Context: an optimization exercise on an open-source flow, tuned for small area and a short achievable clock period. The choices shown serve that exercise and are no tape-out recipe. Where RTL was checked, it was by simulation tests only, not by an equivalence proof against the original. Function not checked in runs 3 and 4: the RTL went through the layout flow alone. Power figures rest on the tool's default switching activity, not on a simulated workload.

==> flow/run.sh <==
#!/bin/bash
# synth_recipe.tcl (not shown) runs the flow's synth.tcl, then flattens the netlist and writes it again
# the make line also repeats each setting of config.mk as NAME=value (left out here)
make -C /OpenROAD-flow-scripts/flow DESIGN_CONFIG=/design/flow/config.mk WORK_HOME=/design/flow/orfs CLKGATE_MAP_FILE= SYNTH_SCRIPT=/design/flow/synth_recipe.tcl finish
==> flow/config.mk <==
export PLATFORM = sky130hd
export DESIGN_NAME = usb_device
export DESIGN_NICKNAME = usb_device
export VERILOG_FILES = /design/flow/design.v
export SDC_FILE = /design/flow/constraint.sdc
export NUM_CORES = 4
export LEC_CHECK = 0
export CAP_MARGIN = 20
export CORE_MARGIN = 2
export CORE_UTILIZATION = 40
export SETUP_SLACK_MARGIN = 2.0
export SLEW_MARGIN = 20
==> flow/constraint.sdc <==
create_clock -name core_clock -period 4.2 [get_ports {clk}]
set_input_delay 0.8400 -clock core_clock [delete_from_list [all_inputs] [get_ports {clk}]]
set_output_delay 0.8400 -clock core_clock [all_outputs]
set_load 0.01 [all_outputs]
==> flow/design.v <==
package usb_pkg;
   typedef enum logic [3:0] {
      RESERVED = 4'b0000,
      OUT      = 4'b0001,                  
      IN       = 4'b1001,                  
      SETUP    = 4'b1101,                  
      DATA0    = 4'b0011,                  
      DATA1    = 4'b1011,                  
      ACK      = 4'b0010,                  
      NAK      = 4'b1010,                  
      STALL    = 4'b1110                   
   } pid_t;
   typedef enum logic [1:0] {
      CFG_SET_ADDR  = 2'd0,                
      CFG_SET_STALL = 2'd1,                
      CFG_CLR_STALL = 2'd2                 
   } cfg_op_t;
   typedef struct packed {
      logic       valid;                   
      logic       active;                  
      logic [7:0] data;
   } utmi_rx_t;
   typedef struct packed {
      logic       valid;                   
      logic [7:0] data;
   } utmi_tx_t;
   localparam logic [4:0]  CRC5_POLY      = 5'b10100;
   localparam logic [15:0] CRC16_POLY     = 16'hA001;
   localparam logic [15:0] CRC16_RESIDUAL = 16'hB001;
   function automatic logic [4:0] crc5_field(input logic [10:0] f);
      logic [4:0] c;
      c = 5'h1f;                           
      for (int i = 0; i < 11; i++)
      begin
         c = (c >> 1) ^ (CRC5_POLY & {5{c[0] ^ f[i]}});
      end
      crc5_field = ~c;
   endfunction
   function automatic logic [15:0] crc16_step(input logic [15:0] crc, input logic [7:0] d);
      logic [15:0] c;
      c = crc;
      for (int i = 0; i < 8; i++)
      begin
         c = (c >> 1) ^ (CRC16_POLY & {16{c[0] ^ d[i]}});
      end
      crc16_step = c;
   endfunction
endpackage
`timescale 1ns/1ps
module usb_out_fifo (
   input  logic       clk,
   input  logic       rst,
   input  logic       clr,                 
   input  logic       wr,
   input  logic       commit,
   input  logic       abort,
   input  logic [7:0] din,
   input  logic       rd,
   output logic [7:0] q,
   output logic       empty,
   output logic       full
);
   logic [511:0] mem;
   logic [5:0]   rd_ptr;
   logic [5:0]   wr_ptr;                   
   logic [5:0]   cm_ptr;                   
   logic [6:0]   tot;                      
   logic [6:0]   avail;                    
   logic         empty_r;
   logic         do_wr;
   logic         do_rd;
   logic         take;                     
   logic [63:0]  wsel;
   logic [63:0]  rsel;
   logic [7:0]   rdata;
   assign empty = empty_r;                 
   assign full  = tot[6];
   assign do_wr = wr && !tot[6];
   assign do_rd = rd && !empty_r;
   assign take  = commit && !abort;
   always_ff @(posedge clk)
   begin
      if (rst || clr)
      begin
         rd_ptr  <= '0;
         wr_ptr  <= '0;
         cm_ptr  <= '0;
         tot     <= '0;
         avail   <= '0;
         empty_r <= 1'b1;
      end
      else
      begin
         if (abort)
            wr_ptr <= cm_ptr;              
         else if (do_wr)
            wr_ptr <= wr_ptr + 1'b1;
         if (take)
            cm_ptr <= do_wr ? wr_ptr + 1'b1 : wr_ptr;
         if (do_rd)
            rd_ptr <= rd_ptr + 1'b1;
         tot   <= (abort ? avail : tot + {6'd0, do_wr}) - {6'd0, do_rd};
         avail <= (take ? tot + {6'd0, do_wr} : avail) - {6'd0, do_rd};
         if (take)
            empty_r <= !do_wr && (do_rd ? (tot == 7'd1) : (tot == 7'd0));
         else
            empty_r <= do_rd ? (avail == 7'd1) : empty_r;
      end
   end
   always_comb
   begin
      for (int i = 0; i < 64; i++)
      begin
         wsel[i] = (wr_ptr == 6'(i));
         rsel[i] = (rd_ptr == 6'(i));
      end
   end
   always_ff @(posedge clk)
   begin
      for (int i = 0; i < 64; i++)
         if (do_wr && wsel[i])
            mem[i*8 +: 8] <= din;
   end
   always_comb
   begin
      rdata = 8'd0;
      for (int i = 0; i < 64; i++)
         rdata = rdata | (mem[i*8 +: 8] & {8{rsel[i]}});
   end
   always_ff @(posedge clk)
   begin
      if (do_rd)
         q <= rdata;                       
   end
endmodule
module usb_in_fifo (
   input  logic       clk,
   input  logic       rst,
   input  logic       clr,                 
   input  logic       wr,
   input  logic [7:0] din,
   input  logic       rd,
   output logic [7:0] rdata,
   output logic       empty,
   output logic       full
);
   logic [511:0] mem;
   logic [5:0]   rd_ptr;
   logic [5:0]   wr_ptr;
   logic [6:0]   count;                    
   logic         empty_r;
   logic         do_wr;
   logic [63:0]  wsel;
   logic [63:0]  rsel;
   assign empty = empty_r;
   assign full  = count[6];
   assign do_wr = wr && !count[6];
   always_ff @(posedge clk)
   begin
      if (rst || clr)
      begin
         rd_ptr  <= '0;
         wr_ptr  <= '0;
         count   <= '0;
         empty_r <= 1'b1;
      end
      else
      begin
         if (do_wr)
            wr_ptr <= wr_ptr + 1'b1;
         if (rd)
            rd_ptr <= rd_ptr + 1'b1;
         if (do_wr && !rd)
            count <= count + 1'b1;
         else if (!do_wr && rd)
            count <= count - 1'b1;
         empty_r <= !do_wr && (rd ? (count == 7'd1) : empty_r);
      end
   end
   always_comb
   begin
      for (int i = 0; i < 64; i++)
      begin
         wsel[i] = (wr_ptr == 6'(i));
         rsel[i] = (rd_ptr == 6'(i));
      end
   end
   always_ff @(posedge clk)
   begin
      for (int i = 0; i < 64; i++)
         if (do_wr && wsel[i])
            mem[i*8 +: 8] <= din;
   end
   always_comb
   begin
      rdata = 8'd0;
      for (int i = 0; i < 64; i++)
         rdata = rdata | (mem[i*8 +: 8] & {8{rsel[i]}});
   end
endmodule
`timescale 1ns/1ps
module usb_dev_regs (
   input  logic              clk,
   input  logic              rst,
   input  logic              usb_reset,
   input  logic              cfg_req,
   input  usb_pkg::cfg_op_t  cfg_op,
   input  logic              cfg_ep,      
   input  logic [6:0]        cfg_data,    
   output logic              cfg_ack,
   output logic [6:0]        dev_addr,
   output logic [1:0]        stall        
);
   typedef enum logic {
      S_IDLE,                              
      S_ACK                                
   } state_t;
   state_t state;
   logic   apply;
   assign apply   = (state == S_IDLE) && cfg_req;    
   assign cfg_ack = (state == S_ACK);
   always_ff @(posedge clk)
   begin
      if (rst)
         state <= S_IDLE;
      else
      begin
         case (state)
            S_IDLE:
               if (cfg_req)
                  state <= S_ACK;
            S_ACK:
               if (!cfg_req)
                  state <= S_IDLE;         
            default:
               state <= S_IDLE;
         endcase
      end
   end
   always_ff @(posedge clk)
   begin
      if (rst || usb_reset)
      begin
         dev_addr <= 7'd0;                 
         stall    <= 2'b00;
      end
      else if (apply)
      begin
         case (cfg_op)
            usb_pkg::CFG_SET_ADDR:
               dev_addr <= cfg_data;
            usb_pkg::CFG_SET_STALL:
               stall[cfg_ep] <= 1'b1;
            usb_pkg::CFG_CLR_STALL:
               stall[cfg_ep] <= 1'b0;
            default:
               ;                           
         endcase
      end
   end
endmodule
`timescale 1ns/1ps
module usb_sie (
   input  logic              clk,
   input  logic              rst,
   input  logic              usb_reset,
   input  usb_pkg::utmi_rx_t rx,
   output usb_pkg::utmi_tx_t tx,
   input  logic              tx_ready,
   input  logic [6:0]        dev_addr,
   input  logic [1:0]        stall,
   input  logic              ep0o_full,
   output logic              ep0o_wr,
   output logic              ep0o_commit,
   output logic              ep0o_abort,
   output logic [7:0]        ep0o_din,
   input  logic [1:0]        epi_empty,
   input  logic [7:0]        epi_q0,     
   input  logic [7:0]        epi_q1,
   output logic [1:0]        epi_rd
);
   localparam int T0 = 0;                  
   localparam int T1 = 1;                  
   localparam int T2 = 2;                  
   localparam int T3 = 3;                  
   localparam int SK = 4;                  
   localparam int OP = 5;                  
   localparam int OD = 6;                  
   localparam int IP = 7;                  
   localparam int ID = 8;                  
   localparam int C0 = 9;                  
   localparam int C1 = 10;                 
   localparam int AK = 11;
   localparam int SL = 12;
   logic [12:0]       st;
   logic [12:0]       nx;
   usb_pkg::pid_t     tok_pid_r;           
   logic [6:0]        tok_addr;
   logic              tok_endp0;
   logic              tok_pid_ok;          
   logic              tok_crc_ok;          
   usb_pkg::pid_t     rx_pid;
   logic [15:0]       crc;
   logic [15:0]       crc_next;
   logic [7:0]        crc_din;
   logic [7:0]        hold0;               
   logic [7:0]        hold1;               
   logic              held1;               
   logic              held2;               
   logic              tok_ok;
   logic              tok_pid;
   logic              data_pid_ok;
   logic              stalled;
   logic              is_in;
   logic              ep_sel;
   logic              in_empty;
   logic [7:0]        in_q;
   logic              in_rd;
   logic              v;
   logic              a;
   logic              rx_end;
   logic              r;
   logic              crc_good;
   logic              ovf;
   logic              tx_valid_r;
   logic [7:0]        tx_data_r;
   logic [7:0]        tx_load;
   assign v        = rx.valid;
   assign a        = rx.active;
   assign r        = tx_ready;
   assign rx_pid   = usb_pkg::pid_t'(rx.data[3:0]);
   assign rx_end   = !v && !a;
   assign crc_good = (crc == usb_pkg::CRC16_RESIDUAL);
   assign tok_pid  = (rx_pid == usb_pkg::OUT) || (rx_pid == usb_pkg::IN) ||
                     (rx_pid == usb_pkg::SETUP);
   assign is_in    = (tok_pid_r == usb_pkg::IN);
   assign ep_sel   = tok_endp0;
   assign in_empty = ep_sel ? epi_empty[1] : epi_empty[0];
   assign in_q     = ep_sel ? epi_q1 : epi_q0;
   assign epi_rd   = {in_rd & ep_sel, in_rd & ~ep_sel};
   assign stalled  = stall[ep_sel] && (tok_pid_r != usb_pkg::SETUP);    
   assign tok_ok = tok_pid_ok && tok_crc_ok && (tok_addr == dev_addr) &&
                   !(!is_in && tok_endp0);
   assign data_pid_ok = (rx.data[7:4] == ~rx.data[3:0]) &&
                        ((rx_pid == usb_pkg::DATA0) ||
                         (rx_pid == usb_pkg::DATA1 && tok_pid_r != usb_pkg::SETUP));
   assign ovf = st[OD] && v && held2 && ep0o_full;    
   always_comb
   begin
      nx = '0;
      nx[T0] = (st[T0] && !v) || ((st[T1] || st[T2]) && rx_end) ||
               (st[T3] && rx_end && !tok_ok) || (st[SK] && !a) ||
               (st[OD] && rx_end && !crc_good) ||
               ((st[C1] || st[AK] || st[SL]) && r);
      nx[T1] = (st[T0] && v && tok_pid) || (st[T1] && !v && a);
      nx[T2] = (st[T1] && v) || (st[T2] && !v && a);
      nx[T3] = (st[T2] && v) || (st[T3] && !v && a);
      nx[SK] = (st[T0] && v && !tok_pid) || (st[T3] && v) || (st[SK] && a) ||
               (st[OP] && v && !data_pid_ok) || ovf;
      nx[OP] = (st[T3] && rx_end && tok_ok && !is_in) || (st[OP] && !v);
      nx[OD] = (st[OP] && v && data_pid_ok) || (st[OD] && !ovf && !rx_end);
      nx[IP] = (st[T3] && rx_end && tok_ok && is_in && !stalled) || (st[IP] && !r);
      nx[ID] = (st[IP] && r && !in_empty) || (st[ID] && !(r && in_empty));
      nx[C0] = ((st[IP] || st[ID]) && r && in_empty) || (st[C0] && !r);
      nx[C1] = (st[C0] && r) || (st[C1] && !r);
      nx[AK] = (st[OD] && rx_end && crc_good && !stalled) || (st[AK] && !r);
      nx[SL] = (st[T3] && rx_end && tok_ok && is_in && stalled) ||
               (st[OD] && rx_end && crc_good && stalled) || (st[SL] && !r);
   end
   always_ff @(posedge clk)
   begin
      if (rst || usb_reset)
      begin
         st         <= 13'd1 << T0;
         tx_valid_r <= 1'b0;
      end
      else
      begin
         st         <= nx;
         tx_valid_r <= nx[IP] || nx[ID] || nx[C0] || nx[C1] || nx[AK] || nx[SL];
      end
   end
   assign crc_din  = st[OD] ? rx.data : tx_data_r;
   assign crc_next = usb_pkg::crc16_step(crc, crc_din);
   always_ff @(posedge clk)
   begin
      if (st[T0] && v)
      begin
         tok_pid_r  <= rx_pid;
         tok_pid_ok <= (rx.data[7:4] == ~rx.data[3:0]);
      end
      if (st[T1] && v)
      begin
         tok_addr  <= rx.data[6:0];
         tok_endp0 <= rx.data[7];
      end
      if (st[T2] && v)
         tok_crc_ok <= (rx.data[7:3] == usb_pkg::crc5_field({3'd0, tok_endp0, tok_addr})) &&
                       (rx.data[2:0] == 3'd0);
      if (st[T3] || st[OP])
         crc <= 16'hffff;                  
      else if ((st[OD] && v) || (st[ID] && r))
         crc <= crc_next;
      if (st[OP])
      begin
         held1 <= 1'b0;
         held2 <= 1'b0;
      end
      else if (st[OD] && v)
      begin
         held1 <= 1'b1;
         held2 <= held1;
      end
      if (st[OD] && v)
      begin
         hold0 <= rx.data;
         hold1 <= hold0;
      end
   end
   assign ep0o_wr     = st[OD] && v && held2;
   assign ep0o_din    = hold1;
   assign ep0o_commit = st[OD] && rx_end && crc_good && !stalled;
   assign ep0o_abort  = ovf || (st[OD] && rx_end && (!crc_good || stalled));
   assign in_rd = (st[IP] || st[ID]) && r && !in_empty;    
   always_comb
   begin
      if (st[T3])
         tx_load = stalled ? {~usb_pkg::STALL, usb_pkg::STALL} : {~usb_pkg::DATA0, usb_pkg::DATA0};
      else if (st[OD])
         tx_load = stalled ? {~usb_pkg::STALL, usb_pkg::STALL} : {~usb_pkg::ACK, usb_pkg::ACK};
      else if (st[C0])
         tx_load = ~crc[15:8];
      else if (!in_empty)
         tx_load = in_q;
      else if (st[ID])
         tx_load = ~crc_next[7:0];         
      else
         tx_load = 8'h00;                  
   end
   always_ff @(posedge clk)
   begin
      if (!((st[IP] || st[ID] || st[C0]) && !r) && !st[C1] && !st[AK] && !st[SL])
         tx_data_r <= tx_load;
   end
   assign tx.valid = tx_valid_r;
   assign tx.data  = tx_data_r;
endmodule
`timescale 1ns/1ps
module usb_device #(
   parameter int EP_DEPTH = 64             
) (
   input  logic              clk,
   input  logic              rst,
   input  logic              usb_reset,    
   input  logic              rx_valid,     
   input  logic              rx_active,    
   input  logic [7:0]        rx_data,
   output logic              tx_valid,     
   output logic [7:0]        tx_data,
   input  logic              tx_ready,
   input  logic              cfg_req,
   input  logic [1:0]        cfg_op,
   input  logic              cfg_ep,
   input  logic [6:0]        cfg_data,
   output logic              cfg_ack,
   input  logic              ep0_out_rd,
   output logic [7:0]        ep0_out_dout,
   output logic              ep0_out_empty,
   input  logic              ep0_in_wr,
   input  logic [7:0]        ep0_in_din,
   output logic              ep0_in_full,
   input  logic              ep1_in_wr,
   input  logic [7:0]        ep1_in_din,
   output logic              ep1_in_full
);
   logic [6:0] dev_addr;
   logic [1:0] stall;
   logic       ep0o_full;
   logic       ep0o_wr;
   logic       ep0o_commit;
   logic       ep0o_abort;
   logic [7:0] ep0o_din;
   logic [1:0] epi_empty;
   logic [7:0] epi_q0;
   logic [7:0] epi_q1;
   logic [1:0] epi_rd;
   usb_pkg::utmi_rx_t rx;
   usb_pkg::utmi_tx_t tx;
   assign rx       = {rx_valid, rx_active, rx_data};
   assign tx_valid = tx.valid;
   assign tx_data  = tx.data;
   usb_dev_regs usb_dev_regs_i (
      .clk(clk), .rst(rst), .usb_reset(usb_reset),
      .cfg_req(cfg_req), .cfg_op(usb_pkg::cfg_op_t'(cfg_op)), .cfg_ep(cfg_ep), .cfg_data(cfg_data),
      .cfg_ack(cfg_ack), .dev_addr(dev_addr), .stall(stall)
   );
   usb_sie usb_sie_i (
      .clk(clk), .rst(rst), .usb_reset(usb_reset),
      .rx(rx), .tx(tx), .tx_ready(tx_ready),
      .dev_addr(dev_addr), .stall(stall),
      .ep0o_full(ep0o_full), .ep0o_wr(ep0o_wr), .ep0o_commit(ep0o_commit),
      .ep0o_abort(ep0o_abort), .ep0o_din(ep0o_din),
      .epi_empty(epi_empty), .epi_q0(epi_q0), .epi_q1(epi_q1), .epi_rd(epi_rd)
   );
   usb_out_fifo ep0_out_fifo_i (
      .clk(clk), .rst(rst), .clr(usb_reset),
      .wr(ep0o_wr), .commit(ep0o_commit), .abort(ep0o_abort), .din(ep0o_din),
      .rd(ep0_out_rd), .q(ep0_out_dout), .empty(ep0_out_empty), .full(ep0o_full)
   );
   usb_in_fifo ep0_in_fifo_i (
      .clk(clk), .rst(rst), .clr(usb_reset),
      .wr(ep0_in_wr), .din(ep0_in_din),
      .rd(epi_rd[0]), .rdata(epi_q0), .empty(epi_empty[0]), .full(ep0_in_full)
   );
   usb_in_fifo ep1_in_fifo_i (
      .clk(clk), .rst(rst), .clr(usb_reset),
      .wr(ep1_in_wr), .din(ep1_in_din),
      .rd(epi_rd[1]), .rdata(epi_q1), .empty(epi_empty[1]), .full(ep1_in_full)
   );
endmodule
==> impl_metrics.json, run 1 <==
{
  "status": "finished clean",
  "path_max_fanout": 10,
  "postCtsHoldBufs": 0,
  "max-slew-margin-rel_pct": 26.26,
  "area_growth_pct": 31.13,
  "hold_slack_ns": 0.4175,
  "rsz0062_at_grt": "yes",
  "grtUsageTotal_pct": 30.30,
  "synthSimpleGateAreaFrac_pct": 8.396,
  "cts_max_level": 4,
  "worstPathArrival_ns": 3.61,
  "die_w_um": 405.9,
  "rows": 147,
  "fin_tns_setup_ns": 0,
  "ys_seq_elements": 1697,
  "antenna_found_initial": 10,
  "grt_pass1_vias": 42689,
  "crit_required_ns": 4.76,
  "synth_top_family_by_area": "compound AO/OA/AOI/OAI gates",
  "ir_drop_v": 0.0004097,
  "cts_tree": "built",
  "synth_compound_area_share_pct": 10.68,
  "portBuffers": 64,
  "gp_congestion": 1.043,
  "synth_area_leaders": "edfxtp_1, a22oi_1, dfxtp_1",
  "synth_area_leader_cell": "edfxtp_1",
  "grt.overflow.total": 0,
  "final_cell_area_um2": 84730,
  "place_hpwl_um": 166900,
  "worst_skew_pair.late_latency_ns": 0.82,
  "critPathLaunchType": "register",
  "period_minus_slack_ns": 3.044,
  "drc": 0,
  "dr.pass1.iters": 6,
  "hold_path_startpoint": "usb_sie_i.hold0[5]",
  "wl_per_cell_um": 35.54,
  "hold_path_depth": 0,
  "synth_cell_types": 81,
  "end_kind": "register",
  "final_nets": 4914,
  "finalClockSkew_ns": 0.06673,
  "power.total_uw": 34800,
  "syn_avg_cell_area_um2": 15.86,
  "drive_gt1_share_pct": 34.06,
  "rr_endpoint": "usb_sie_i.tx_data_r[0]",
  "slew_violations": 0,
  "start_util_pct": 40.24,
  "ant_nets": 0,
  "p_leak_uw": 0.02745,
  "drt_wl_total_um": 253700,
  "crit_type": "reg2reg",
  "utilization_pct": 52.77,
  "via_count": 45688,
  "synth_top_area_share_pct": 73.52,
  "holdPathEnd": "usb_sie_i.hold1[5]",
  "r2r_setup_slack_ns": 1.16,
  "fmax_mhz": 328.5,
  "synth-main-ff-cell": "edfxtp_1",
  "ys_warn_count": 4,
  "cts_root_buf": "clkbuf_16",
  "synth_edf_count": 1582,
  "fin_crit_sh_pct": 72.48,
  "power_density_nw_per_um2": 410.7,
  "min_path_type": "reg2reg",
  "cts.clk_slew.worst_paths_ns": 0.06,
  "dieArea_um2": 164800,
  "vias_per_cell": 6.401,
  "grt_max_degree": 65,
  "yosysSeqAreaShare_pct": 77.08,
  "hold_violations": 0,
  "synth_fp_nets": 4158,
  "core_area_um2": 160600,
  "drtIter0Drc": 7638,
  "timing.rr.start": "ep0_in_fifo_i.rd_ptr[3]",
  "dpl_cell_area_um2": 70880,
  "synthAdderAreaFrac_pct": 0.7745,
  "async_reset_ff_share_pct": 0,
  "setup_viol_count_final": 0,
  "syn_inst": 4074,
  "worstMarginPinSlew_ns": 1.106,
  "synth.mux.area_fraction_pct": 0.5886,
  "grt_pass1_wl_um": 344700,
  "io_pins": 65,
  "max-clock-path-buffers": 3,
  "cts_sinks": 1697,
  "fp.dieH_um": 405.9,
  "synth-xor-area-share_pct": 1.489,
  "maxCapViolCount": 0,
  "rr_worst_depth": 10,
  "numCtsBuffers": 176,
  "synthesis.area_um2": 64620
}
[sequential cells by signal, indices dropped and copies added, names as in the netlist, 8 cells and up, named ones only]
name,cells
ep0_in_fifo_i.mem,512
ep0_out_fifo_i.mem,512
ep0_out_fifo_i.q,8
ep1_in_fifo_i.mem,512
usb_sie_i.crc,16
usb_sie_i.hold0,8
usb_sie_i.hold1,8
usb_sie_i.st,13
usb_sie_i.tx_data_r,8
[metrics by stage]
stage                     instances  setup slack, ns
after floorplan                4074            1.458
after global placement         6462           0.4428
after detailed placement       6463           0.4221
after CTS                      7043            1.234
after global routing           7134            1.187
final                          7138            1.156
[layer usage]
| metal | track usage (%) | up-vias | routed length (um) |
|---|---|---|---|
| met4 | 16.77 | 10 | 17380 |
| met3 | 9.510 | 828 | 36590 |
| met5 | 0 | - | 64 |
| li1 | - | 17999 | - |
| met2 | 43.01 | 3941 | 106400 |
| met1 | 41.27 | 22910 | 93280 |
[area by class of cell]
cell class	instances	area (um^2)
diodes	5	12.51
clock inverters	96	1089
flip-flops and latches	1697	49880
inverters	30	137.6
fillers	12744	75830
repair buffers	690	6837
well taps	2160	2703
multi-input cells	2235	19350
clock buffers	225	4722
[worst max-delay path: stages, from the launching register on]
cell       delay [ns]
dfxtp_2          0.37
buf_4            0.22
nand2b_4         0.16
buf_4            0.14
nor2_4           0.05
a22oi_2          0.39
nand4_1          0.15
or4_4            0.60
or4_4            0.48
o2111ai_2        0.10
o211ai_2         0.12
[cell usage after synthesis, types with 40 or more instances]
| master | instances |
|---|---|
| edfxtp_1 | 1582 |
| nor2_1 | 536 |
| clkbuf_1 | 72 |
| a22oi_1 | 356 |
| dfxtp_1 | 115 |
| a21oi_1 | 53 |
| nor3_1 | 43 |
| nand2_1 | 215 |
| xnor2_1 | 51 |
| nand3_1 | 78 |
| a221oi_1 | 178 |
| a22o_1 | 185 |
| xor2_1 | 57 |
| ha_1 | 40 |
| nand4_1 | 124 |
[placed cells by master, fill, tap and decap left out, drive strengths merged, types with 19 or more instances in the layout]
| cell | Yosys | layout |
|---|---|---|
| nand4 | 124 | 124 |
| nand2 | 215 | 215 |
| or4 | 19 | 19 |
| buf | 41 | 661 |
| a21oi | 53 | 53 |
| ha | 40 | 40 |
| nor3 | 44 | 44 |
| clkdlybuf4s50 | 0 | 22 |
| a22oi | 358 | 358 |
| nor4 | 27 | 27 |
| inv | 29 | 34 |
| clkbuf | 73 | 227 |
| a221oi | 178 | 178 |
| nand3b | 19 | 19 |
| a22o | 185 | 185 |
| mux2i | 29 | 29 |
| xor2 | 57 | 57 |
| nand3 | 79 | 79 |
| dfxtp | 115 | 115 |
| nor2b | 21 | 21 |
| xnor2 | 52 | 52 |
| clkinv | 1 | 72 |
| nor2 | 539 | 539 |
| edfxtp | 1582 | 1582 |
| o21ai | 30 | 30 |
[cells by family (layout without fill, tap and decap cells)]
family,after synthesis,in the layout
other cells,0,5
simple gates,1168,1170
xor+xnor,109,109
buf+inv,144,1041
compound gates,880,880
flops,1697,1697
fa+ha+maj,40,40
mux,36,36
[power breakdown]
group	internal [uW]	switching, uW	leakage [uW]	total (uW)
Clock	8940	6830	0.00282	15800
Sequential	18400	29.0	0.0152	18400
Combinational	177	437	0.00943	614
[worst max-delay path by stage]
| stage | from | cells after the start | slack [ns] | to |
|---|---|---|---|---|
| floorplan | rx_valid | 12 | 1.46 | ep0_out_fifo_i.tot[4] |
| global placement | rx_data[4] | 9 | 0.44 | usb_sie_i.tx_data_r[0] |
| detailed placement | rx_data[4] | 9 | 0.42 | usb_sie_i.tx_data_r[0] |
| CTS | ep0_in_fifo_i.rd_ptr[1] | 11 | 1.23 | usb_sie_i.tx_data_r[7] |
| global route | ep1_in_fifo_i.rd_ptr[1] | 12 | 1.19 | usb_sie_i.tx_data_r[4] |
| finish | ep0_in_fifo_i.rd_ptr[3] | 10 | 1.16 | usb_sie_i.tx_data_r[0] |
[what timing repair did]
| item | 4_1_cts | 5_1_grt |
|---|---|---|
| pin swaps | 224 | 143 |
| gates resized for setup | 797 | 182 |
| buffers inserted | 254 | 89 |
| setup endpoints to repair | 1163 | 727 |
| cloned | 5 | 1 |
==> inputs of run 2 (changes only) <==
--- a/flow/config.mk
+++ b/flow/config.mk
@@ -8,5 +8,4 @@
 export CAP_MARGIN = 20
 export CORE_MARGIN = 2
 export CORE_UTILIZATION = 40
-export SETUP_SLACK_MARGIN = 2.0
 export SLEW_MARGIN = 20
==> run 2 against run 1 <==
Combinational power down 13%. Critical path depth unchanged. Synthesized area unchanged. Clock power about the same. Sequential power about the same.
==> impl_metrics.json, run 2 <==
{
  "die_w_um": 405.9,
  "synthesis.area_um2": 64620,
  "ctsResizeCount": 0,
  "cts_sinks": 1697,
  "async_reset_ff_share_pct": 0,
  "drt_wl_total_um": 241800,
  "critPathLaunchType": "register",
  "maxCapViolCount": 0,
  "ys_seq_elements": 1697,
  "wl_per_cell_um": 35.00,
  "dpl.cell_count": 6583,
  "yosysMostFrequentCell": "edfxtp_1",
  "synth_edf_count": 1582,
  "ir_drop_v": 0.0004135,
  "netSwitchingFraction_pct": 20.82,
  "final_cell_mix": "edfxtp_1, nor2_1, buf_4",
  "power.total_uw": 34530,
  "portBuffers": 64,
  "dieArea_um2": 164800,
  "final_common_cell": "edfxtp_1",
  "syn_inst": 4074,
  "vias_per_cell": 6.315,
  "final_cells": 6908,
  "synth_area_leader_cell": "edfxtp_1",
  "via_count": 43623,
  "synth_area_leaders": "edfxtp_1, a22oi_1, dfxtp_1",
  "path_max_fanout": 10,
  "synth_top_area_share_pct": 73.52,
  "rsz0062_at_grt": "no",
  "grt_pass1_vias": 40285,
  "p_clk_share_pct": 45.1,
  "cts_root_buf": "clkbuf_16",
  "p_leak_uw": 0.02477,
  "fp.dieH_um": 405.9,
  "crit_required_ns": 4.75,
  "cts_setup_buffers": 0,
  "cts_tree": "built",
  "worst_skew_pair.late_latency_ns": 0.83,
  "fin_crit_sh_pct": 94.54,
  "fin_tns_setup_ns": 0,
  "min_path_type": "reg2reg",
  "gp_congestion": 1.045,
  "slew_violations": 0,
  "syn_avg_cell_area_um2": 15.86,
  "area_growth_pct": 17.83,
  "grtUsageTotal_pct": 29.02,
  "synth_cell_types": 81,
  "ant_nets": 0,
  "drc": 0,
  "finalClockSkew_ns": 0.05763,
  "grt.overflow.total": 0,
  "postCtsHoldBufs": 0,
  "yosysSeqAreaShare_pct": 77.08,
  "setup_viol_count_final": 0,
  "cts_max_level": 4,
  "worstMarginPinSlew_ns": 1.313,
  "antenna_found_initial": 9,
  "fmax_mhz": 251.9,
  "io_pins": 65,
  "hold_violations": 0,
  "place_hpwl_um": 168500,
  "combPwrFrac_pct": 1.5,
  "p_int_uw": 27340,
  "start_util_pct": 40.24,
  "p_seq_share_pct": 53.4,
  "worstPathArrival_ns": 4.52,
  "period_minus_slack_ns": 3.971,
  "drive_gt1_share_pct": 15.23,
  "crit_type": "reg2reg",
  "p_sw_uw": 7188,
  "core_area_um2": 160600,
  "synth-main-ff-cell": "edfxtp_1",
  "utilization_pct": 47.42,
  "nFillCells": 13743,
  "grt_pass1_wl_um": 329300,
  "rows": 147,
  "end_kind": "register",
  "synth_fp_nets": 4158,
  "final_nets": 4683,
  "drtIter0Drc": 7847,
  "max-slew-margin-rel_pct": 12.17,
  "reg.largest.list": "ep0_in_fifo_i.mem: 512 flops, ep0_out_fifo_i.mem: 512 flops, ep1_in_fifo_i.mem: 512 flops",
  "ys_warn_count": 4,
  "yosys-top-cells-count": "edfxtp_1, nor2_1, a22oi_1",
  "r2r_setup_slack_ns": 0.23,
  "power_density_nw_per_um2": 453.5,
  "numCtsBuffers": 174,
  "dr.pass1.iters": 6,
  "status": "finished clean",
  "max-clock-path-buffers": 3,
  "grt_max_degree": 65,
  "cts.clk_slew.worst_paths_ns": 0.06
}
## run 2: cell counts after synthesis
No cell type changed its count.
## run 2: metrics by stage
| step | hold WS (ns) | setup slack (ns) | area, um^2 |
|---|---|---|---|
| final | 0.4208 | 0.2294 | 76140 |
| after global routing | 0.4309 | 0.2341 | 76130 |
| after CTS | 0.4185 | 0.3235 | 76120 |
| after detailed placement | 0.4045 | 0.2579 | 70420 |
| after global placement | 0.4059 | 0.3147 | 70390 |
| after floorplan | 0.4003 | 0.4189 | 64620 |
## run 2: logic make-up after synthesis
logic type / count (synthesis) / synth area share, %
compound gates: 880 / 10.68
xor+xnor: 109 / 1.489
fa+ha+maj: 40 / 0.7745
buf+inv: 144 / 0.9894
flops: 1697 / 77.08
mux: 36 / 0.5886
simple gates: 1168 / 8.396
## run 2: power groups by stage
stage | logic, uW | clock network [uW] | registers, uW
after global routing | 561 | 16300 | 18400
after floorplan | 163 | 0 | 18800
after global placement | 516 | 0 | 18800
after detailed placement | 525 | 0 | 18800
final | 534 | 15600 | 18400
after CTS | 525 | 15600 | 18400
## run 2: final cells by class
type / count / area (um^2) / share of cell area [%]
Inverter: 30 / 112.6 / 0.1479
Clock buffer: 213 / 4612 / 6.057
Timing Repair Buffer: 463 / 3587 / 4.711
Sequential cell: 1697 / 49810 / 65.42
Multi-Input combinational cell: 2233 / 14220 / 18.67
Clock inverter: 110 / 1095 / 1.438
Tap cell: 2160 / 2703 / 3.550
Antenna cell: 2 / 5.005 / 0.006573
## run 2: path summary, 6_finish.rpt
path / to / depth (start not counted) / startpoint
setup / recovery: usb_sie_i.tx_data_r[7] / 10 / ep0_in_fifo_i.rd_ptr[0]
setup reg to reg: usb_sie_i.tx_data_r[7] / 10 / ep0_in_fifo_i.rd_ptr[0]
hold reg to reg: usb_sie_i.hold1[7] / 0 / usb_sie_i.hold0[7]
hold / removal: usb_sie_i.hold1[7] / 0 / usb_sie_i.hold0[7]
## run 2: critical path: stages, from the launching register on
cell and delay (ns):
dfxtp_1 0.41, inv_1 0.11, ha_1 0.43, or3b_2 0.36
nor2_1 0.19, a22oi_1 0.32, nand2_1 0.09, nor4_1 0.69
nand4_1 0.30, o311ai_0 0.65, a31oi_1 0.16
## run 2: per-layer routing
metal | vias up | wire, um | global-route usage, %
met1 | 21925 | 92850 | 40.52
met4 | 10 | 14490 | 14.82
li1 | 17480 | - | -
met2 | 3506 | 102000 | 41.58
met3 | 702 | 32390 | 7.856
met5 | - | 56 | 0
==> inputs of run 3 (changes only) <==
--- a/flow/design.v
+++ b/flow/design.v
@@ -47,6 +47,26 @@
    endfunction
 endpackage
 `timescale 1ns/1ps
+module usb_fifo_rdmux (
+   input  logic [511:0] mem,
+   input  logic [7:0]   lo,
+   input  logic [7:0]   hi,
+   output logic [7:0]   rdata
+);
+   logic [7:0] grp [8];
+   always_comb
+   begin
+      for (int j = 0; j < 8; j++)
+      begin
+         grp[j] = 8'd0;
+         for (int k = 0; k < 8; k++)
+            grp[j] = grp[j] | (mem[(8*j+k)*8 +: 8] & {8{lo[k]}});
+      end
+      rdata = 8'd0;
+      for (int j = 0; j < 8; j++)
+         rdata = rdata | (grp[j] & {8{hi[j]}});
+   end
+endmodule
 module usb_out_fifo (
    input  logic       clk,
    input  logic       rst,
@@ -61,28 +81,47 @@
    output logic       full
 );
    logic [511:0] mem;
-   logic [5:0]   rd_ptr;
+   logic [7:0]   rd_lo;                    
+   logic [7:0]   rd_hi;                    
    logic [5:0]   wr_ptr;                   
    logic [5:0]   cm_ptr;                   
    logic [6:0]   tot;                      
    logic [6:0]   avail;                    
+   logic [6:0]   tot_wr;                   
+   logic [6:0]   tot_next;
+   logic [6:0]   avail_next;
    logic         empty_r;
    logic         do_wr;
    logic         do_rd;
    logic         take;                     
-   logic [63:0]  wsel;
-   logic [63:0]  rsel;
    logic [7:0]   rdata;
    assign empty = empty_r;                 
    assign full  = tot[6];
    assign do_wr = wr && !tot[6];
    assign do_rd = rd && !empty_r;
    assign take  = commit && !abort;
+   always_comb
+   begin
+      case ({do_wr, do_rd})
+         2'b10:   tot_wr = tot + 7'd1;
+         2'b01:   tot_wr = tot - 7'd1;
+         default: tot_wr = tot;
+      endcase
+      if (abort)
+         tot_next = do_rd ? avail - 7'd1 : avail;
+      else
+         tot_next = tot_wr;
+      if (take)
+         avail_next = tot_wr;
+      else
+         avail_next = do_rd ? avail - 7'd1 : avail;
+   end
    always_ff @(posedge clk)
    begin
       if (rst || clr)
       begin
-         rd_ptr  <= '0;
+         rd_lo   <= 8'd1;
+         rd_hi   <= 8'd1;
          wr_ptr  <= '0;
          cm_ptr  <= '0;
          tot     <= '0;
@@ -98,35 +137,26 @@
          if (take)
             cm_ptr <= do_wr ? wr_ptr + 1'b1 : wr_ptr;
          if (do_rd)
-            rd_ptr <= rd_ptr + 1'b1;
-         tot   <= (abort ? avail : tot + {6'd0, do_wr}) - {6'd0, do_rd};
-         avail <= (take ? tot + {6'd0, do_wr} : avail) - {6'd0, do_rd};
+         begin
+            rd_lo <= {rd_lo[6:0], rd_lo[7]};
+            if (rd_lo[7])
+               rd_hi <= {rd_hi[6:0], rd_hi[7]};
+         end
+         tot   <= tot_next;
+         avail <= avail_next;
          if (take)
             empty_r <= !do_wr && (do_rd ? (tot == 7'd1) : (tot == 7'd0));
          else
             empty_r <= do_rd ? (avail == 7'd1) : empty_r;
       end
    end
-   always_comb
-   begin
-      for (int i = 0; i < 64; i++)
-      begin
-         wsel[i] = (wr_ptr == 6'(i));
-         rsel[i] = (rd_ptr == 6'(i));
-      end
-   end
    always_ff @(posedge clk)
    begin
       for (int i = 0; i < 64; i++)
-         if (do_wr && wsel[i])
+         if (do_wr && wr_ptr == 6'(i))
             mem[i*8 +: 8] <= din;
    end
-   always_comb
-   begin
-      rdata = 8'd0;
-      for (int i = 0; i < 64; i++)
-         rdata = rdata | (mem[i*8 +: 8] & {8{rsel[i]}});
-   end
+   usb_fifo_rdmux rdmux_i (.mem(mem), .lo(rd_lo), .hi(rd_hi), .rdata(rdata));
    always_ff @(posedge clk)
    begin
       if (do_rd)
@@ -145,13 +175,12 @@
    output logic       full
 );
    logic [511:0] mem;
-   logic [5:0]   rd_ptr;
+   logic [7:0]   rd_lo;                    
+   logic [7:0]   rd_hi;                    
    logic [5:0]   wr_ptr;
    logic [6:0]   count;                    
    logic         empty_r;
    logic         do_wr;
-   logic [63:0]  wsel;
-   logic [63:0]  rsel;
    assign empty = empty_r;
    assign full  = count[6];
    assign do_wr = wr && !count[6];
@@ -159,7 +188,8 @@
    begin
       if (rst || clr)
       begin
-         rd_ptr  <= '0;
+         rd_lo   <= 8'd1;
+         rd_hi   <= 8'd1;
          wr_ptr  <= '0;
          count   <= '0;
          empty_r <= 1'b1;
@@ -169,7 +199,11 @@
          if (do_wr)
             wr_ptr <= wr_ptr + 1'b1;
          if (rd)
-            rd_ptr <= rd_ptr + 1'b1;
+         begin
+            rd_lo <= {rd_lo[6:0], rd_lo[7]};
+            if (rd_lo[7])
+               rd_hi <= {rd_hi[6:0], rd_hi[7]};
+         end
          if (do_wr && !rd)
             count <= count + 1'b1;
          else if (!do_wr && rd)
@@ -177,26 +211,13 @@
          empty_r <= !do_wr && (rd ? (count == 7'd1) : empty_r);
       end
    end
-   always_comb
-   begin
-      for (int i = 0; i < 64; i++)
-      begin
-         wsel[i] = (wr_ptr == 6'(i));
-         rsel[i] = (rd_ptr == 6'(i));
-      end
-   end
    always_ff @(posedge clk)
    begin
       for (int i = 0; i < 64; i++)
-         if (do_wr && wsel[i])
+         if (do_wr && wr_ptr == 6'(i))
             mem[i*8 +: 8] <= din;
    end
-   always_comb
-   begin
-      rdata = 8'd0;
-      for (int i = 0; i < 64; i++)
-         rdata = rdata | (mem[i*8 +: 8] & {8{rsel[i]}});
-   end
+   usb_fifo_rdmux rdmux_i (.mem(mem), .lo(rd_lo), .hi(rd_hi), .rdata(rdata));
 endmodule
 `timescale 1ns/1ps
 module usb_dev_regs (
@@ -324,6 +345,8 @@
    logic              ovf;
    logic              tx_valid_r;
    logic [7:0]        tx_data_r;
+   logic [7:0]        pay_r;               
+   logic [15:0]       crc_in;              
    logic [7:0]        tx_load;
    assign v        = rx.valid;
    assign a        = rx.active;
@@ -380,8 +403,9 @@
          tx_valid_r <= nx[IP] || nx[ID] || nx[C0] || nx[C1] || nx[AK] || nx[SL];
       end
    end
-   assign crc_din  = st[OD] ? rx.data : tx_data_r;
+   assign crc_din  = st[OD] ? rx.data : pay_r;
    assign crc_next = usb_pkg::crc16_step(crc, crc_din);
+   assign crc_in   = usb_pkg::crc16_step(crc, pay_r);
    always_ff @(posedge clk)
    begin
       if (st[T0] && v)
@@ -433,12 +457,17 @@
       else if (!in_empty)
          tx_load = in_q;
       else if (st[ID])
-         tx_load = ~crc_next[7:0];         
+         tx_load = ~crc_in[7:0];           
       else
          tx_load = 8'h00;                  
    end
    always_ff @(posedge clk)
    begin
+      if (in_rd)
+         pay_r <= in_q;
+   end
+   always_ff @(posedge clk)
+   begin
       if (!((st[IP] || st[ID] || st[C0]) && !r) && !st[C1] && !st[AK] && !st[SL])
          tx_data_r <= tx_load;
    end
--- a/flow/config.mk
+++ b/flow/config.mk
@@ -8,4 +8,5 @@
 export CAP_MARGIN = 20
 export CORE_MARGIN = 2
 export CORE_UTILIZATION = 40
+export SETUP_SLACK_MARGIN = 2.0
 export SLEW_MARGIN = 20
==> run 3 against run 2 <==
Sequential power up 2%. Non-clock buffer count fell by 58. Critical path depth is 3 lower. Wire length decreased by 22%. Synthesized cell count hardly changed. Register-to-register slack improved by 1.4 ns. Critical path type unchanged. Setup slack gained 1.4 ns. Clock power shrank 4%.
==> impl_metrics.json, run 3 <==
{
  "postCtsHoldBufs": 0,
  "critPathLaunchType": "register",
  "drive_gt1_share_pct": 22.75,
  "drt_wl_total_um": 188700,
  "yosysMostFrequentCell": "edfxtp_1",
  "synthesis.area_um2": 65080,
  "syn_avg_cell_area_um2": 15.98,
  "crit_buf_inv": 1,
  "fin_tns_setup_ns": 0,
  "crit_type": "reg2reg",
  "fmax_mhz": 393.9,
  "max-clock-path-buffers": 3,
  "dieArea_um2": 165900,
  "setup_viol_count_final": 0,
  "dr.pass1.iters": 6,
  "yosysSeqAreaShare_pct": 77.83,
  "final_cell_mix": "edfxtp_1, a22oi_1, buf_4",
  "pre_cts_slack_ns": 0.9129,
  "reg.largest.list": "ep0_in_fifo_i.mem: 512 flops, ep0_out_fifo_i.mem: 512 flops, ep1_in_fifo_i.mem: 512 flops",
  "layout_setup_ws_ns": 1.661,
  "portBuffers": 64,
  "grtUsageMet1_pct": 31.93,
  "area_growth_pct": 21.69,
  "crit_slowest_cell": "a222oi_1",
  "cts.clk_slew.worst_paths_ns": 0.06,
  "synth_edf_count": 1590,
  "status": "finished clean",
  "ir_drop_v": 0.0003427,
  "syn_inst": 4072,
  "core_area_um2": 162200,
  "drtIter0Drc": 4788,
  "ys_warn_count": 6,
  "cts_max_level": 4,
  "slew_violations": 0,
  "end_kind": "register",
  "rsz0062_at_grt": "yes",
  "worstMarginPinSlew_ns": 1.110,
  "min_path_type": "reg2reg",
  "power_density_nw_per_um2": 433.9,
  "grtUsageTotal_pct": 22.06,
  "worstPathArrival_ns": 3.11,
  "finalClockSkew_ns": 0.05857,
  "fin_crit_sh_pct": 60.45,
  "synth_top_area_share_pct": 73.37,
  "ant_nets": 0,
  "drc": 0,
  "path_cells": "buf_12, a22oi_2, nand4_1, a222oi_1, and3_4, o31ai_1, a21bo_2",
  "path_max_fanout": 8,
  "p_leak_uw": 0.02440,
  "maxCapViolCount": 0,
  "die_w_um": 407.4,
  "antenna_found_initial": 8,
  "vias_per_cell": 5.929,
  "synth_area_leaders": "edfxtp_1, a22oi_1, dfxtp_1",
  "grt_max_degree": 67,
  "cts_sinks": 1735,
  "rows": 148,
  "start_util_pct": 40.12,
  "fp.dieH_um": 407.4,
  "synth_fp_nets": 4146,
  "synth-main-ff-cell": "edfxtp_1",
  "use_met3_pct": 4.143,
  "wl_per_cell_um": 28.10,
  "synth_cell_types": 68,
  "hold_violations": 0,
  "crit_required_ns": 4.77,
  "via_count": 39820,
  "cts_tree": "built",
  "yosys-top-cells-count": "edfxtp_1, a22oi_1, nor2_1",
  "critPathTopFamily": "compound AO/OA/AOI/OAI gates",
  "cts_root_buf": "clkbuf_16",
  "place_hpwl_um": 110100,
  "use_met2_pct": 33.93,
  "worst_skew_pair.late_latency_ns": 0.83,
  "grt_pass1_wl_um": 270600,
  "final_nets": 4467,
  "gp_congestion": 0.8587,
  "grt-busiest-layer": "met2",
  "max-slew-margin-rel_pct": 26.02,
  "io_pins": 65,
  "final_common_cell": "edfxtp_1",
  "numCtsBuffers": 176,
  "async_reset_ff_share_pct": 0,
  "grt.overflow.total": 0,
  "grt_pass1_vias": 38454,
  "ys_seq_elements": 1735,
  "period_minus_slack_ns": 2.539,
  "max_stage_delay_ns": 0.64,
  "synth_area_leader_cell": "edfxtp_1"
}
## run 3: timing repair
action                                  4_1_cts  5_1_grt
endpoints found under the hold margin         0        0
setup buffers                               121       39
endpoints found under the setup margin      900      478
cloned                                       14        8
pin swaps                                    82       90
gates resized for setup                     307      106
## run 3: area by class of cell
type / count / area [um^2]
repair buffers: 405 / 4413
clock inverters: 89 / 884.6
well taps: 2175 / 2721
multi-input cells: 2039 / 15590
fillers: 13527 / 83020
clock buffers: 233 / 4658
diodes: 4 / 10.01
inverters: 36 / 167.7
flip-flops and latches: 1735 / 50750
## run 3: final timing paths
| path | from | endpoint | slack [ns] | cells past startpoint |
|---|---|---|---|---|
| worst max-delay path | ep0_in_fifo_i.rd_lo[7] | usb_sie_i.tx_data_r[7] | 1.66 | 7 |
| worst min-delay path | usb_sie_i.hold0[0] | usb_sie_i.hold1[0] | 0.40 | 0 |
| worst max register to register | ep0_in_fifo_i.rd_lo[7] | usb_sie_i.tx_data_r[7] | 1.66 | 7 |
| worst min register to register | usb_sie_i.hold0[0] | usb_sie_i.hold1[0] | 0.40 | 0 |
## run 3: through the flow
step / utilization, % / std cells / total power [uW] / area, um^2 / hold slack, ns
CTS: 48.19 / 6665 / 34520 / 78160 / 0.4076
global placement: 43.24 / 6208 / 19660 / 70140 / 0.4030
global route: 48.82 / 6712 / 35260 / 79190 / 0.4246
detailed placement: 43.24 / 6208 / 19670 / 70140 / 0.4057
finish: 48.82 / 6716 / 34360 / 79200 / 0.4047
floorplan: - / 4072 / 19340 / 66570 / 0.4003
## run 3: power by group
part / total [uW] / leakage (uW) / switching [uW] / internal (uW)
combinational: 522 / 0.00620 / 382 / 141
sequential: 18800 / 0.0155 / 27.1 / 18800
clock: 15000 / 0.00269 / 6760 / 8280
## run 3: logic make-up after synthesis
family                     share of synthesized area [%]
AOI/OAI and AO/OA                                  11.94
xor gates and xnor gates                           1.446
adders and majority gates                         0.5768
buffers and inverters                              1.738
DFF                                                77.83
muxes                                             0.3480
and+or+nand+nor                                    6.125
## run 3: layer usage
layer	share of wire (%)	vias up
li1	-	17103
met5	0.025	-
met3	9.1	307
met1	42	20435
met2	46	1967
met4	2.7	8
==> inputs of run 4 (changes only) <==
--- a/flow/config.mk
+++ b/flow/config.mk
@@ -7,6 +7,7 @@
 export LEC_CHECK = 0
 export CAP_MARGIN = 20
 export CORE_MARGIN = 2
-export CORE_UTILIZATION = 40
+export CORE_UTILIZATION = 65
+export PLACE_DENSITY = 0.75
 export SETUP_SLACK_MARGIN = 2.0
 export SLEW_MARGIN = 20
==> run 4 against run 3 <==
Still clean on timing, DRC and antenna. Register-to-register slack worse by 0.17 ns. Count of clock-buffer cells in the layout down 2. Flip-flop and latch count unchanged. Utilization up 29 points. Final cell count down 13%.
==> impl_metrics.json, run 4 <==
{
  "antenna_found_initial": 6,
  "grt.overflow.total": 0,
  "grt_max_degree": 66,
  "slew_violations": 0,
  "synth_area_leader_cell": "edfxtp_1",
  "worstPathArrival_ns": 3.20,
  "power_density_nw_per_um2": 436.8,
  "crit_slowest_cell": "a222oi_1",
  "dieArea_um2": 102700,
  "gp_congestion": 0.9135,
  "cts.clk_slew.worst_paths_ns": 0.06,
  "ant_nets": 0,
  "critPathTopFamily": "compound AO/OA/AOI/OAI gates",
  "grtUsageTotal_pct": 35.87,
  "p_sw_uw": 6688,
  "combPwrFrac_pct": 1.5,
  "io_pins": 65,
  "fp.dieH_um": 320.4,
  "syn_inst": 4072,
  "drive_gt1_share_pct": 21.57,
  "final_common_cell": "edfxtp_1",
  "status": "finished clean",
  "rsz0062_at_grt": "yes",
  "rows": 116,
  "synth_edf_count": 1590,
  "synth_top_area_share_pct": 73.37,
  "cts_sinks": 1735,
  "max_stage_delay_ns": 0.82,
  "hold_violations": 0,
  "p_int_uw": 27160,
  "end_kind": "register",
  "place_hpwl_um": 106200,
  "maxCapViolCount": 0,
  "dpl_cell_area_um2": 68980,
  "worst_skew_pair.late_latency_ns": 0.78,
  "final_nets": 4451,
  "yosys-top-cells-count": "edfxtp_1, a22oi_1, nor2_1",
  "crit_required_ns": 4.69,
  "portBuffers": 64,
  "finalClockSkew_ns": 0.02693,
  "drc": 0,
  "min_path_type": "reg2reg",
  "ir_drop_v": 0.0004163,
  "synth_cell_types": 68,
  "critPathLaunchType": "register",
  "multi_input_area_um2": 15520,
  "setup_viol_count_final": 0,
  "numCtsBuffers": 167,
  "grt_pass1_wl_um": 266600,
  "p_clk_share_pct": 42.9,
  "cts_tree": "built",
  "path_max_fanout": 25,
  "path_cells": "buf_12, a22oi_2, nand4_1, a222oi_1, and4_2, o31a_1, o41ai_1",
  "fin_crit_sh_pct": 64.57,
  "max-slew-margin-rel_pct": 27.35,
  "worstMarginPinSlew_ns": 1.090,
  "netSwitchingFraction_pct": 19.76,
  "layout.area.seq_um2": 50750,
  "synthesis.area_um2": 65080,
  "ys_warn_count": 6,
  "max-clock-path-buffers": 3,
  "postCtsHoldBufs": 0,
  "grt_pass1_vias": 39760,
  "synth_area_leaders": "edfxtp_1, a22oi_1, dfxtp_1",
  "crit_buf_inv": 1,
  "final_cell_mix": "edfxtp_1, a22oi_1, buf_4",
  "drtIter0Drc": 6866,
  "fin_tns_setup_ns": 0,
  "yosysSeqAreaShare_pct": 77.83,
  "die_w_um": 320.4,
  "cts_root_buf": "clkbuf_16",
  "via_count": 41517,
  "ys_seq_elements": 1735,
  "reg.largest.list": "ep0_in_fifo_i.mem: 512 flops, ep0_out_fifo_i.mem: 512 flops, ep1_in_fifo_i.mem: 512 flops",
  "drt_wl_total_um": 186300,
  "p_seq_share_pct": 55.5,
  "cts_max_level": 4,
  "syn_avg_cell_area_um2": 15.98,
  "start_util_pct": 65.27,
  "dr.pass1.iters": 8,
  "synth-main-ff-cell": "edfxtp_1",
  "fmax_mhz": 368.8,
  "p_leak_uw": 0.02418,
  "final_cell_area_um2": 77490,
  "nFillCells": 5244,
  "core_area_um2": 99710,
  "period_minus_slack_ns": 2.712,
  "wl_per_cell_um": 32.05,
  "vias_per_cell": 7.141,
  "crit_type": "reg2reg",
  "async_reset_ff_share_pct": 0,
  "area_growth_pct": 19.07,
  "synth_fp_nets": 4146,
  "yosysMostFrequentCell": "edfxtp_1"
}
## run 4: cell types whose count changed in the layout (fill, tap and decap cells not counted), moves of 9 or more
cell	change
clkinv_2	-10
clkbuf_8	+10
a22oi_1	+36
clkbuf_16	-12
buf_4	+9
a22oi_2	-36
clkinv_16	-9
## run 4: worst paths after layout
path / startpoint / endpoint / slack (ns) / depth (start not counted)
setup / recovery: ep1_in_fifo_i.rd_lo[1] / usb_sie_i.tx_data_r[0] / 1.49 / 7
setup reg to reg: ep1_in_fifo_i.rd_lo[1] / usb_sie_i.tx_data_r[0] / 1.49 / 7
hold reg to reg: usb_sie_i.hold0[0] / usb_sie_i.hold1[0] / 0.42 / 0
hold / removal: usb_sie_i.hold0[0] / usb_sie_i.hold1[0] / 0.42 / 0
## run 4: kinds of logic (layout without fill, tap and decap cells)
family                     Yosys count  in the layout  synth area share [%]
AOI/OAI and AO/OA                 1064           1065                 11.94
xor gates and xnor gates            92             92                 1.446
and+or+nand+nor                    831            831                 6.125
buffers and inverters              298            740                 1.738
other                                0              1                     0
DFF                               1735           1735                 77.83
muxes                               22             22                0.3480
adders and majority gates           30             30                0.5768
## run 4: timing repair
item | in CTS | in global routing
endpoints found under the setup margin | 1029 | 414
cloned | 15 | 4
pin swaps | 55 | 74
setup buffers | 108 | 47
resized for setup | 290 | 127
## run 4: per-stage QoR
stage	setup slack (ns)	hold WS, ns	utilization [%]	cells	power (uW)
3_5_place_dp	0.6985	0.4056	69.19	5332	19650
5_1_grt	1.594	0.4257	77.71	5813	34550
4_1_cts	1.732	0.4192	76.63	5762	33790
6_report	1.488	0.4180	77.71	5814	33850
2_1_floorplan	1.495	0.4003	-	4072	19340
3_3_place_gp	0.7290	0.4040	69.16	5331	19630
## run 4: area by class of cell
| type | instances | share of cell area, % |
|---|---|---|
| Tap cell | 1298 | 2.096 |
| Inverter | 36 | 0.2341 |
| Timing Repair Buffer | 397 | 5.351 |
| Sequential cell | 1735 | 65.50 |
| Clock buffer | 231 | 5.966 |
| Antenna cell | 1 | 0.003229 |
| Multi-Input combinational cell | 2040 | 20.03 |
| Clock inverter | 76 | 0.8267 |
## run 4: per-layer routing
| layer | up-vias | GRT usage, % | part of all wire [%] |
|---|---|---|---|
| met5 | - | 0 | 0.029 |
| met4 | 8 | 14.89 | 4.4 |
| met3 | 585 | 9.895 | 14 |
| met2 | 3397 | 53.66 | 46 |
| met1 | 20453 | 50.49 | 36 |
| li1 | 17074 | - | - |
## run 4: worst reg2reg max path: stages, from the launching register on
cell	delay [ns]
dfxtp_4	0.39
buf_12	0.19
a22oi_2	0.25
nand4_1	0.18
a222oi_1	0.82
and4_2	0.40
o31a_1	0.13
o41ai_1	0.07
## run 4: power by group through the flow
stage,sequential [uW],combinational (uW),clock (uW)
2_1_floorplan,19200,177,0
4_1_cts,18800,483,14500
5_1_grt,18800,549,15200
3_5_place_dp,19200,469,0
3_3_place_gp,19200,456,0
6_report,18800,518,14500
==> inputs of run 5 (changes only) <==
--- a/flow/design.v
+++ b/flow/design.v
@@ -81,8 +81,10 @@
    output logic       full
 );
    logic [511:0] mem;
-   logic [7:0]   rd_lo;                    
-   logic [7:0]   rd_hi;                    
+   logic [7:0]   nx_lo;                    
+   logic [7:0]   nx_hi;                    
+   logic [7:0]   head;                     
+   logic [7:0]   q_hold;                   
    logic [5:0]   wr_ptr;                   
    logic [5:0]   cm_ptr;                   
    logic [6:0]   tot;                      
@@ -120,8 +122,8 @@
    begin
       if (rst || clr)
       begin
-         rd_lo   <= 8'd1;
-         rd_hi   <= 8'd1;
+         nx_lo   <= 8'd2;
+         nx_hi   <= 8'd1;
          wr_ptr  <= '0;
          cm_ptr  <= '0;
          tot     <= '0;
@@ -138,9 +140,9 @@
             cm_ptr <= do_wr ? wr_ptr + 1'b1 : wr_ptr;
          if (do_rd)
          begin
-            rd_lo <= {rd_lo[6:0], rd_lo[7]};
-            if (rd_lo[7])
-               rd_hi <= {rd_hi[6:0], rd_hi[7]};
+            nx_lo <= {nx_lo[6:0], nx_lo[7]};
+            if (nx_lo[7])
+               nx_hi <= {nx_hi[6:0], nx_hi[7]};
          end
          tot   <= tot_next;
          avail <= avail_next;
@@ -156,11 +158,19 @@
          if (do_wr && wr_ptr == 6'(i))
             mem[i*8 +: 8] <= din;
    end
-   usb_fifo_rdmux rdmux_i (.mem(mem), .lo(rd_lo), .hi(rd_hi), .rdata(rdata));
+   usb_fifo_rdmux rdmux_i (.mem(mem), .lo(nx_lo), .hi(nx_hi), .rdata(rdata));
    always_ff @(posedge clk)
    begin
       if (do_rd)
-         q <= rdata;                       
+         head <= (tot == 7'd1) ? din : rdata;
+      else if (tot == 7'd0)
+         head <= din;
+   end
+   always_ff @(posedge clk)
+   begin
+      if (do_rd)
+         q_hold <= head;
+      q <= do_rd ? head : q_hold;          
    end
 endmodule
 module usb_in_fifo (
@@ -175,8 +185,10 @@
    output logic       full
 );
    logic [511:0] mem;
-   logic [7:0]   rd_lo;                    
-   logic [7:0]   rd_hi;                    
+   logic [7:0]   nx_lo;                    
+   logic [7:0]   nx_hi;                    
+   logic [7:0]   head;                     
+   logic [7:0]   rd_next;                  
    logic [5:0]   wr_ptr;
    logic [6:0]   count;                    
    logic         empty_r;
@@ -188,8 +200,8 @@
    begin
       if (rst || clr)
       begin
-         rd_lo   <= 8'd1;
-         rd_hi   <= 8'd1;
+         nx_lo   <= 8'd2;
+         nx_hi   <= 8'd1;
          wr_ptr  <= '0;
          count   <= '0;
          empty_r <= 1'b1;
@@ -200,9 +212,9 @@
             wr_ptr <= wr_ptr + 1'b1;
          if (rd)
          begin
-            rd_lo <= {rd_lo[6:0], rd_lo[7]};
-            if (rd_lo[7])
-               rd_hi <= {rd_hi[6:0], rd_hi[7]};
+            nx_lo <= {nx_lo[6:0], nx_lo[7]};
+            if (nx_lo[7])
+               nx_hi <= {nx_hi[6:0], nx_hi[7]};
          end
          if (do_wr && !rd)
             count <= count + 1'b1;
@@ -217,7 +229,15 @@
          if (do_wr && wr_ptr == 6'(i))
             mem[i*8 +: 8] <= din;
    end
-   usb_fifo_rdmux rdmux_i (.mem(mem), .lo(rd_lo), .hi(rd_hi), .rdata(rdata));
+   usb_fifo_rdmux rdmux_i (.mem(mem), .lo(nx_lo), .hi(nx_hi), .rdata(rd_next));
+   always_ff @(posedge clk)
+   begin
+      if (rd)
+         head <= (count == 7'd1) ? din : rd_next;
+      else if (empty_r)
+         head <= din;
+   end
+   assign rdata = head;
 endmodule
 `timescale 1ns/1ps
 module usb_dev_regs (
@@ -348,6 +368,7 @@
    logic [7:0]        pay_r;               
    logic [15:0]       crc_in;              
    logic [7:0]        tx_load;
+   logic [7:0]        tx_cur;
    assign v        = rx.valid;
    assign a        = rx.active;
    assign r        = tx_ready;
@@ -466,9 +487,27 @@
       if (in_rd)
          pay_r <= in_q;
    end
+   always_comb
+   begin
+      tx_cur = 8'h00;
+      if (st[IP])
+         tx_cur = {~usb_pkg::DATA0, usb_pkg::DATA0};
+      if (st[ID])
+         tx_cur = tx_cur | pay_r;
+      if (st[C0])
+         tx_cur = tx_cur | ~crc[7:0];
+      if (st[C1])
+         tx_cur = tx_cur | ~crc[15:8];
+      if (st[AK])
+         tx_cur = tx_cur | {~usb_pkg::ACK, usb_pkg::ACK};
+      if (st[SL])
+         tx_cur = tx_cur | {~usb_pkg::STALL, usb_pkg::STALL};
+   end
    always_ff @(posedge clk)
    begin
-      if (!((st[IP] || st[ID] || st[C0]) && !r) && !st[C1] && !st[AK] && !st[SL])
+      if (((st[IP] || st[ID] || st[C0]) && !r) || st[C1] || st[AK] || st[SL])
+         tx_data_r <= tx_cur;              
+      else
          tx_data_r <= tx_load;
    end
    assign tx.valid = tx_valid_r;
--- a/flow/config.mk
+++ b/flow/config.mk
@@ -7,7 +7,6 @@
 export LEC_CHECK = 0
 export CAP_MARGIN = 20
 export CORE_MARGIN = 2
-export CORE_UTILIZATION = 65
-export PLACE_DENSITY = 0.75
+export CORE_UTILIZATION = 40
 export SETUP_SLACK_MARGIN = 2.0
 export SLEW_MARGIN = 20
==> run 5 against run 4 <==
Synthesized cell count grew 3.1%. Final cell count is 17% higher. Combinational power down 1%. Setup slack better by 0.49 ns. Wire length shrank 0.24%. Synthesized area is 1.7% higher. Design area is 1.9% higher. Clock skew is 0.039 ns higher. Die area increased by 64%. Critical path depth shrank 1. Non-clock buffer count is 65 lower. Via count decreased by 3.6%. Highest routed layer unchanged.
==> impl_metrics.json, run 5 <==
{
  "place_hpwl_um": 111200,
  "cts_max_level": 4,
  "synthesis.area_um2": 66160,
  "grt_pass1_wl_um": 268600,
  "async_reset_ff_share_pct": 0,
  "ys_seq_elements": 1759,
  "yosysMostFrequentCell": "edfxtp_1",
  "end_kind": "register",
  "die_w_um": 410.7,
  "ir_drop_v": 0.0004099,
  "synth_edf_count": 1606,
  "syn_inst": 4200,
  "cts_sinks": 1759,
  "fmax_mhz": 451.0,
  "synth-main-ff-cell": "edfxtp_1",
  "maxCapViolCount": 0,
  "power_density_nw_per_um2": 451.6,
  "pre_cts_slack_ns": 0.7126,
  "crit_type": "reg2reg",
  "critPathLaunchType": "register",
  "path_max_fanout": 16,
  "drive_gt1_share_pct": 19.43,
  "final_common_cell": "edfxtp_1",
  "synth_fp_nets": 4274,
  "grt.overflow.total": 0,
  "drt_wl_total_um": 185900,
  "worstMarginPinSlew_ns": 1.044,
  "area_growth_pct": 19.37,
  "synth_area_leader_cell": "edfxtp_1",
  "io_pins": 65,
  "ant_nets": 0,
  "final_nets": 4513,
  "slew_violations": 0,
  "syn_avg_cell_area_um2": 15.75,
  "final_cell_mix": "edfxtp_1, a22oi_1, nand4_1",
  "yosysSeqAreaShare_pct": 77.53,
  "crit_buf_inv": 1,
  "crit_slowest_cell": "dfxtp_4",
  "antenna_found_initial": 7,
  "yosys-top-cells-count": "edfxtp_1, a22oi_1, nor2_1",
  "path_cells": "buf_4, a22oi_2, nand4_1, a22o_1, a221oi_2, a31oi_2",
  "cts_tree": "built",
  "dieArea_um2": 168700,
  "finalClockSkew_ns": 0.06619,
  "reg.largest.list": "ep0_in_fifo_i.mem: 512 flops, ep0_out_fifo_i.mem: 512 flops, ep1_in_fifo_i.mem: 512 flops",
  "power.total_uw": 35670,
  "layout_setup_ws_ns": 1.983,
  "max-slew-margin-rel_pct": 30.43,
  "drtIter0Drc": 4785,
  "vias_per_cell": 5.899,
  "ys_warn_count": 6,
  "grt_pass1_vias": 38660,
  "via_count": 40009,
  "wl_per_cell_um": 27.41,
  "period_minus_slack_ns": 2.217,
  "core_area_um2": 164600,
  "max_stage_delay_ns": 0.42,
  "rsz0062_at_grt": "yes",
  "setup_viol_count_final": 0,
  "worstPathArrival_ns": 2.74,
  "p_leak_uw": 0.02437,
  "dr.pass1.iters": 6,
  "fin_crit_sh_pct": 52.79,
  "synth_area_leaders": "edfxtp_1, a22oi_1, dfxtp_1",
  "status": "finished clean",
  "dpl_cell_area_um2": 71120,
  "synth_top_area_share_pct": 72.90,
  "rows": 149,
  "fin_tns_setup_ns": 0,
  "grtUsageTotal_pct": 21.45,
  "nFillCells": 13749,
  "synth_cell_types": 65,
  "crit_required_ns": 4.72,
  "hold_violations": 0,
  "max-clock-path-buffers": 3,
  "postCtsHoldBufs": 0,
  "cts.clk_slew.worst_paths_ns": 0.06,
  "worst_skew_pair.late_latency_ns": 0.82,
  "min_path_type": "in2reg",
  "numCtsBuffers": 177,
  "critPathTopFamily": "compound AO/OA/AOI/OAI gates",
  "fp.dieH_um": 410.7,
  "layout.area.seq_um2": 51400,
  "grt_max_degree": 67,
  "portBuffers": 64,
  "start_util_pct": 40.19,
  "final_cell_area_um2": 78970,
  "multi_input_area_um2": 15540,
  "drc": 0,
  "cts_root_buf": "clkbuf_16",
  "gp_congestion": 0.8536
}
==> run 5: cell types whose count changed after synthesis, sizes merged, moves of 16 or more <==
cell / before / now
nand4: 191 / 209
a221oi: 1 / 20
a41oi: 27 / 2
edfxtp: 1590 / 1606
==> run 5: per-layer routing <==
layer	vias up	track usage [%]	part of all wire (%)
li1	17401	-	-
met5	-	0	0.023
met4	6	6.561	2.6
met3	281	4.404	8.2
met1	20508	29.91	42
met2	1813	33.87	48
==> run 5: power breakdown <==
part	internal [uW]	switching (uW)	leakage [uW]
registers	19000	31.9	0.0157
logic	140	373	0.00572
clock network	9300	6800	0.00292
==> run 5: area by class of cell <==
class                   instances  share of cell area, %
flip-flops and latches       1759                  65.09
repair buffers                332                  3.931
clock inverters               100                  1.532
diodes                          2               0.006337
inverters                      35                 0.2202
clock buffers                 231                  6.062
well taps                    2189                  3.468
repair inverters                1                0.01109
multi-input cells            2133                  19.68
==> run 5: timing repair <==
action | CTS | global route
endpoints found under the setup margin | 902 | 253
gates cloned | 1 | 0
buffers inserted | 43 | 56
pin swaps | 29 | 44
gates resized for setup | 218 | 66
==> run 5: logic make-up (layout without fill, tap and decap cells) <==
family | Yosys count | after routing | share of synthesized area [%]
AO/OA/AOI/OAI | 1100 | 1100 | 12.03
multiplexers | 24 | 24 | 0.3839
adder cells (fa/ha/maj) | 30 | 30 | 0.5674
AND/OR/NAND/NOR | 886 | 886 | 6.457
buffers and inverters | 308 | 699 | 1.763
flip-flops | 1759 | 1759 | 77.53
other | 0 | 2 | 0
XOR/XNOR | 93 | 93 | 1.275
==> run 5: per-stage QoR <==
stage          hold WS [ns]  utilization (%)  std cells
6_report             0.3755            47.97       6782
5_1_grt              0.3359            47.97       6780
4_1_cts              0.4186            47.41       6724
3_5_place_dp         0.4056            43.20       6349
3_3_place_gp         0.4013            43.20       6349
2_1_floorplan        0.4003                -       4200
==> run 5: path summary, 6_finish.rpt <==
check                            to  slack, ns                     from  cells past startpoint
max          ep0_out_fifo_i.head[7]       1.98  ep0_out_fifo_i.nx_lo[2]                      6
min reg2reg     ep0_out_fifo_i.q[7]       0.42   ep0_out_fifo_i.head[7]                      0
max reg2reg  ep0_out_fifo_i.head[7]       1.98  ep0_out_fifo_i.nx_lo[2]                      6
min           usb_sie_i.tok_addr[3]       0.38               rx_data[3]                      2

## port drivers added, routing unchanged
In the flow no input, the clock included, has a driving cell. The finished layouts below were timed again as built, in two steps.
Step 1 assumes that a clkbuf_16 drives the clock port and a buf_2 every other input.
Step 2 moves the port delays by t, midway between the first and last clock arrival at a register: inputs arrive t later, outputs are due t later. That takes back most of the time a late clock gives input paths.
a / b / c = no drivers / after step 1 / after step 2; a / b = the first two.
run | t (ns) | slack for setup (ns) | worst hold slack (ns) | latest minus earliest clock arrival (ns)
run 1 | 0.883 | 1.156 / 1.156 / 0.862 | 0.417 / 0.417 / 0.417 | 0.095 / 0.095
run 2 | 0.883 | 0.229 / 0.229 / 0.219 | 0.421 / 0.421 / 0.421 | 0.064 / 0.063
run 3 | 0.893 | 1.661 / 1.661 / 1.089 | 0.405 / 0.405 / 0.405 | 0.080 / 0.080
run 4 | 0.843 | 1.488 / 1.488 / 1.163 | 0.418 / 0.418 / 0.418 | 0.033 / 0.033
run 5 | 0.865 | 1.983 / 1.891 / 1.025 | 0.375 / 0.417 / 0.417 | 0.067 / 0.067
After both steps every run listed still meets setup and hold. For run 5, which loses most, drivers alone change the setup slack by -0.092 ns; drivers and shift together by -0.958 ns.
